This design comes from an exercise in tuning for small area and a short achievable clock period on the open sky130 flow, not from production work.
In this exercise RTL edits were held to simulation tests only and were not proved equivalent to the original.
Power and IR drop assume default switching activity.

Setup of 04-11:
// platform_interrupt_controller
module platform_interrupt_controller #(
   parameter int NUM_HARTS   = plic_pkg::DEF_NUM_HARTS,
   parameter int NUM_SOURCES = plic_pkg::DEF_NUM_SOURCES
) (
   input  logic                             clock,
   input  logic                             reset,
   input  logic                             start,
   output logic                             busy,
   input  logic [plic_pkg::CMD_W-1:0]       req_command,
   input  logic [plic_pkg::OFFSET_W-1:0]    req_offset,
   input  logic [plic_pkg::DATA_W-1:0]      req_write_data,
   input  logic [plic_pkg::SRC_W-1:0]       req_irq_source,
   input  logic                             req_irq_level,
   output logic                             rsp_strobe,
   output logic [plic_pkg::DATA_W-1:0]      rsp_read_data,
   output logic                             rsp_access_error,
   output logic [plic_pkg::LINE_W-1:0]      rsp_supervisor_lines,
   output logic [plic_pkg::LINE_W-1:0]      rsp_machine_lines,
   input  logic                             csr_write_enable,
   input  logic [plic_pkg::HARTS_W-1:0]     csr_write_data
);
==> module plic_or_and31, before the edit <==
module plic_or_and31 (
   input  logic [31:1] a,
   input  logic [31:1] b,
   output logic        y
);
   logic [31:1] l1;
   logic [7:0]  l2;
   logic [1:0]  l3;
   for (genvar k = 1; k <= 31; k++) begin : g_l1
      plic_nand2 u (.a(a[k]), .b(b[k]), .y(l1[k]));
   end
   for (genvar k = 0; k < 7; k++) begin : g_l2
      plic_nand4 u (.a(l1[4*k+1]), .b(l1[4*k+2]), .c(l1[4*k+3]), .d(l1[4*k+4]), .y(l2[k]));
   end
   plic_nand3 u_l2_last (.a(l1[29]), .b(l1[30]), .c(l1[31]), .y(l2[7]));
   plic_nor4 u_l3a (.a(l2[0]), .b(l2[1]), .c(l2[2]), .d(l2[3]), .y(l3[0]));
   plic_nor4 u_l3b (.a(l2[4]), .b(l2[5]), .c(l2[6]), .d(l2[7]), .y(l3[1]));
   plic_nand2 u_l4 (.a(l3[0]), .b(l3[1]), .y(y));
endmodule
==> module plic_nor4, before the edit <==
module plic_nor4 (input logic a, input logic b, input logic c, input logic d,
                  output logic y);
   assign y = ~(a | b | c | d);
endmodule
Settings: LEC_CHECK=0, CAP_MARGIN=20, CORE_MARGIN=2, CORE_UTILIZATION=55, CTS_CLUSTER_DIAMETER=60, CTS_CLUSTER_SIZE=30, SETUP_SLACK_MARGIN=3.3, SLEW_MARGIN=20, SYNTH_HIERARCHICAL=1; clock period 5.5 ns.
standard.sh (not shown) runs the stock make flow with config.mk's settings and CLKGATE_MAP_FILE= SYNTH_SCRIPT=/design/flow/synth_recipe.tcl, a recipe that flattens the netlist after the stock synthesis.
==> flow/flow/run.sh <==
#!/bin/bash
# The standard layout (standard.sh: the standard flow's synthesis, floorplan, placement,
# CTS, routing), with two changes to how it is made:
#  - CTS adds no dummy loads to balance its clusters;
#  - port buffers are buf_2 instead of the delay cells buffer_ports picks.
# ORFS writes each step's full log under orfs/logs/; make's own output goes
# to standard_flow.log here.
set -euo pipefail
WORK="$(cd "$(dirname "${BASH_SOURCE[0]}")/.." && pwd)"
cd "$WORK"
bash standard.sh \
  "CTS_ARGS=-sink_clustering_enable -repair_clock_nets -sink_clustering_size 30 -sink_clustering_max_diameter 60 -dont_use_dummy_load" \
  "BUFFER_PORTS_ARGS=-buffer_cell sky130_fd_sc_hd__buf_2" \
  finish > "$WORK/standard_flow.log" 2>&1
test -f "$WORK/out/final.def"
Input changes introduced in 05-27 (baseline for comparison: 04-11):
--- a/flow/design.v
+++ b/flow/design.v
@@ -228,6 +228,10 @@
 module plic_and2 (input logic a, input logic b, output logic y);
    assign y = a & b;
 endmodule
+module plic_aoi22 (input logic a0, input logic b0, input logic a1, input logic b1,
+                   output logic y);
+   assign y = ~((a0 & b0) | (a1 & b1));
+endmodule
 module plic_nand4 (input logic a, input logic b, input logic c, input logic d,
                    output logic y);
    assign y = ~(a & b & c & d);
@@ -262,24 +266,20 @@
    input  logic [31:1] b,
    output logic        y
 );
-   logic [31:1] l1;
-   logic [7:0]  l2;
+   logic [15:0] l1;
+   logic [3:0]  l2;
    logic [1:0]  l3;
-   for (genvar k = 1; k <= 31; k++) begin : g_l1
-      plic_nand2 u (.a(a[k]), .b(b[k]), .y(l1[k]));
+   for (genvar k = 0; k < 15; k++) begin : g_l1
+      plic_aoi22 u (.a0(a[2*k+1]), .b0(b[2*k+1]), .a1(a[2*k+2]), .b1(b[2*k+2]), .y(l1[k]));
    end
-   for (genvar k = 0; k < 7; k++) begin : g_l2
-      plic_nand4 u (.a(l1[4*k+1]), .b(l1[4*k+2]), .c(l1[4*k+3]), .d(l1[4*k+4]), .y(l2[k]));
+   plic_nand2 u_l1_last (.a(a[31]), .b(b[31]), .y(l1[15]));
+   for (genvar k = 0; k < 4; k++) begin : g_l2
+      plic_nand4 u (.a(l1[4*k]), .b(l1[4*k+1]), .c(l1[4*k+2]), .d(l1[4*k+3]), .y(l2[k]));
    end
-   plic_nand3 u_l2_last (.a(l1[29]), .b(l1[30]), .c(l1[31]), .y(l2[7]));
-   plic_nor4 u_l3a (.a(l2[0]), .b(l2[1]), .c(l2[2]), .d(l2[3]), .y(l3[0]));
-   plic_nor4 u_l3b (.a(l2[4]), .b(l2[5]), .c(l2[6]), .d(l2[7]), .y(l3[1]));
+   plic_nor2 u_l3a (.a(l2[0]), .b(l2[1]), .y(l3[0]));
+   plic_nor2 u_l3b (.a(l2[2]), .b(l2[3]), .y(l3[1]));
    plic_nand2 u_l4 (.a(l3[0]), .b(l3[1]), .y(y));
 endmodule
-module plic_nor4 (input logic a, input logic b, input logic c, input logic d,
-                  output logic y);
-   assign y = ~(a | b | c | d);
-endmodule
 module plic_aoi222 (input logic a0, input logic b0, input logic a1, input logic b1,
                     input logic a2, input logic b2, output logic y);
    assign y = ~((a0 & b0) | (a1 & b1) | (a2 & b2));
[summary]
- Both conditions hold for 05-27: the flow ran to the end and the final layout passed the timing, DRC and antenna checks.
- Looking at cell with the largest stage delay on the worst path, the nor3_4 result is from 05-27; the nor4_4 one comes from 04-11.
- Detailed placement HPWL in 05-27 vs 04-11: up 2.6%
- 05-27 does better than 04-11 on via count.
- Going from 04-11 to 05-27, the power share of the clock group was found to have gone up by 0.4 points.
- Diff 05-27..04-11 | final hold slack | negligible
- Critical path depth up 2 in 05-27 wrt 04-11
- Part of the total power dissipated in sequential elements, 04-11 and 05-27, lower one = 05-27.
- Looking at met3 demand-to-capacity share in global routing, 05-27 sits 2.1 points below 04-11.
- 04-11 was smaller in final cell area than 05-27.
- 05-27 vs 04-11 — placer's final routability congestion estimate climbed by a few percent

---

== main ==
platform_interrupt_controller, a different RTL version from the one above (not shown whole).
For scale: ~1800 cells after synthesis.
Settings: LEC_CHECK=0, CAP_MARGIN=20, CORE_MARGIN=2, CORE_UTILIZATION=65, CTS_CLUSTER_DIAMETER=60, CTS_CLUSTER_SIZE=30, SETUP_SLACK_MARGIN=3.3, SLEW_MARGIN=20, SYNTH_HIERARCHICAL=1; clock period 5.5 ns.
==> flow/flow/run.sh <==
#!/bin/bash
# The standard layout (standard.sh: the standard flow's synthesis, floorplan, placement,
# CTS, routing), with two changes to how it is made:
#  - CTS adds no dummy loads to balance its clusters;
#  - port buffers are buf_1 instead of the delay cells buffer_ports picks.
# ORFS writes each step's full log under orfs/logs/; make's own output goes
# to standard_flow.log here.
set -euo pipefail
WORK="$(cd "$(dirname "${BASH_SOURCE[0]}")/.." && pwd)"
cd "$WORK"
bash standard.sh \
  "CTS_ARGS=-sink_clustering_enable -repair_clock_nets -sink_clustering_size 30 -sink_clustering_max_diameter 60 -dont_use_dummy_load" \
  "BUFFER_PORTS_ARGS=-buffer_cell sky130_fd_sc_hd__buf_1" \
  finish > "$WORK/standard_flow.log" 2>&1
test -f "$WORK/out/final.def"
diff inputs: main => the feature branch
--- a/flow/design.v
+++ b/flow/design.v
@@ -235,4 +235,8 @@
    assign y = ~(a & b & c & d);
 endmodule
+module plic_aoi22 (input logic a0, input logic b0, input logic a1, input logic b1,
+                   output logic y);
+   assign y = ~((a0 & b0) | (a1 & b1));
+endmodule
 module plic_first #(parameter int N = 31) (
    input  logic [N:1] e,
@@ -265,22 +269,18 @@
    output logic        y
 );
-   logic [31:1] l1;
-   logic [7:0]  l2;
+   logic [15:0] l1;
+   logic [3:0]  l2;
    logic [1:0]  l3;
-   for (genvar k = 1; k <= 31; k++) begin : g_l1
-      plic_nand2 u (.a(a[k]), .b(b[k]), .y(l1[k]));
+   for (genvar k = 0; k < 15; k++) begin : g_l1
+      plic_aoi22 u (.a0(a[2*k+1]), .b0(b[2*k+1]), .a1(a[2*k+2]), .b1(b[2*k+2]), .y(l1[k]));
    end
-   for (genvar k = 0; k < 7; k++) begin : g_l2
-      plic_nand4 u (.a(l1[4*k+1]), .b(l1[4*k+2]), .c(l1[4*k+3]), .d(l1[4*k+4]), .y(l2[k]));
+   plic_nand2 u_l1_last (.a(a[31]), .b(b[31]), .y(l1[15]));
+   for (genvar k = 0; k < 4; k++) begin : g_l2
+      plic_nand4 u (.a(l1[4*k]), .b(l1[4*k+1]), .c(l1[4*k+2]), .d(l1[4*k+3]), .y(l2[k]));
    end
-   plic_nand3 u_l2_last (.a(l1[29]), .b(l1[30]), .c(l1[31]), .y(l2[7]));
-   plic_nor4 u_l3a (.a(l2[0]), .b(l2[1]), .c(l2[2]), .d(l2[3]), .y(l3[0]));
-   plic_nor4 u_l3b (.a(l2[4]), .b(l2[5]), .c(l2[6]), .d(l2[7]), .y(l3[1]));
+   plic_nor2 u_l3a (.a(l2[0]), .b(l2[1]), .y(l3[0]));
+   plic_nor2 u_l3b (.a(l2[2]), .b(l2[3]), .y(l3[1]));
    plic_nand2 u_l4 (.a(l3[0]), .b(l3[1]), .y(y));
 endmodule
-module plic_nor4 (input logic a, input logic b, input logic c, input logic d,
-                  output logic y);
-   assign y = ~(a | b | c | d);
-endmodule
 module plic_aoi222 (input logic a0, input logic b0, input logic a1, input logic b1,
                     input logic a2, input logic b2, output logic y);
Results
Register area across the feature branch and main: no real change.
Looking only at total wire length, and setting everything else aside, the higher value of the feature branch and main goes to main.
Launching instance or port of the critical path = pending_ff[16]$_SDFFCE_PN0P_: the feature branch; launching instance or port of the critical path = pending_ff[7]$_SDFFCE_PN0P_: main
Worst slack at placement, the feature branch and main: higher on the feature branch
Diff main -> the feature branch: first-iteration detailed-routing DRC count dropped about 15%; sequential share of cell area dropped 1.6 points.

[separate check: timing with driven ports]
Ports are ideal in the flow. The routed layouts listed here were re-timed in OpenROAD.
Step 1: set_driving_cell puts a clkbuf_16 on clock and a buf_2 on each other input, an assumption about the parent block.
Step 2 also shifts input and output timing later by t, the mid clock arrival at the registers, as if the neighbouring blocks saw the same clock.
Three values: ideal ports, drivers, drivers and shift; two values: the first two.
| run | t, ns | setup WS [ns] | pins driven straight from the clock port |
|---|---|---|---|
| 04-11 | 0.619 | 3.288 / 3.267 / 2.769 | 1 |
| 05-27 | 0.621 | 3.254 / 3.259 / 2.639 | 1 |
| main | 0.605 | 3.271 / 3.271 / 2.749 | 1 |
| the feature branch | 0.605 | 3.185 / 3.185 / 2.824 | 1 |
After both steps every run listed still meets setup and hold. For 05-27, which loses most, drivers alone change the setup slack by +0.005 ns; drivers and shift together by -0.615 ns.
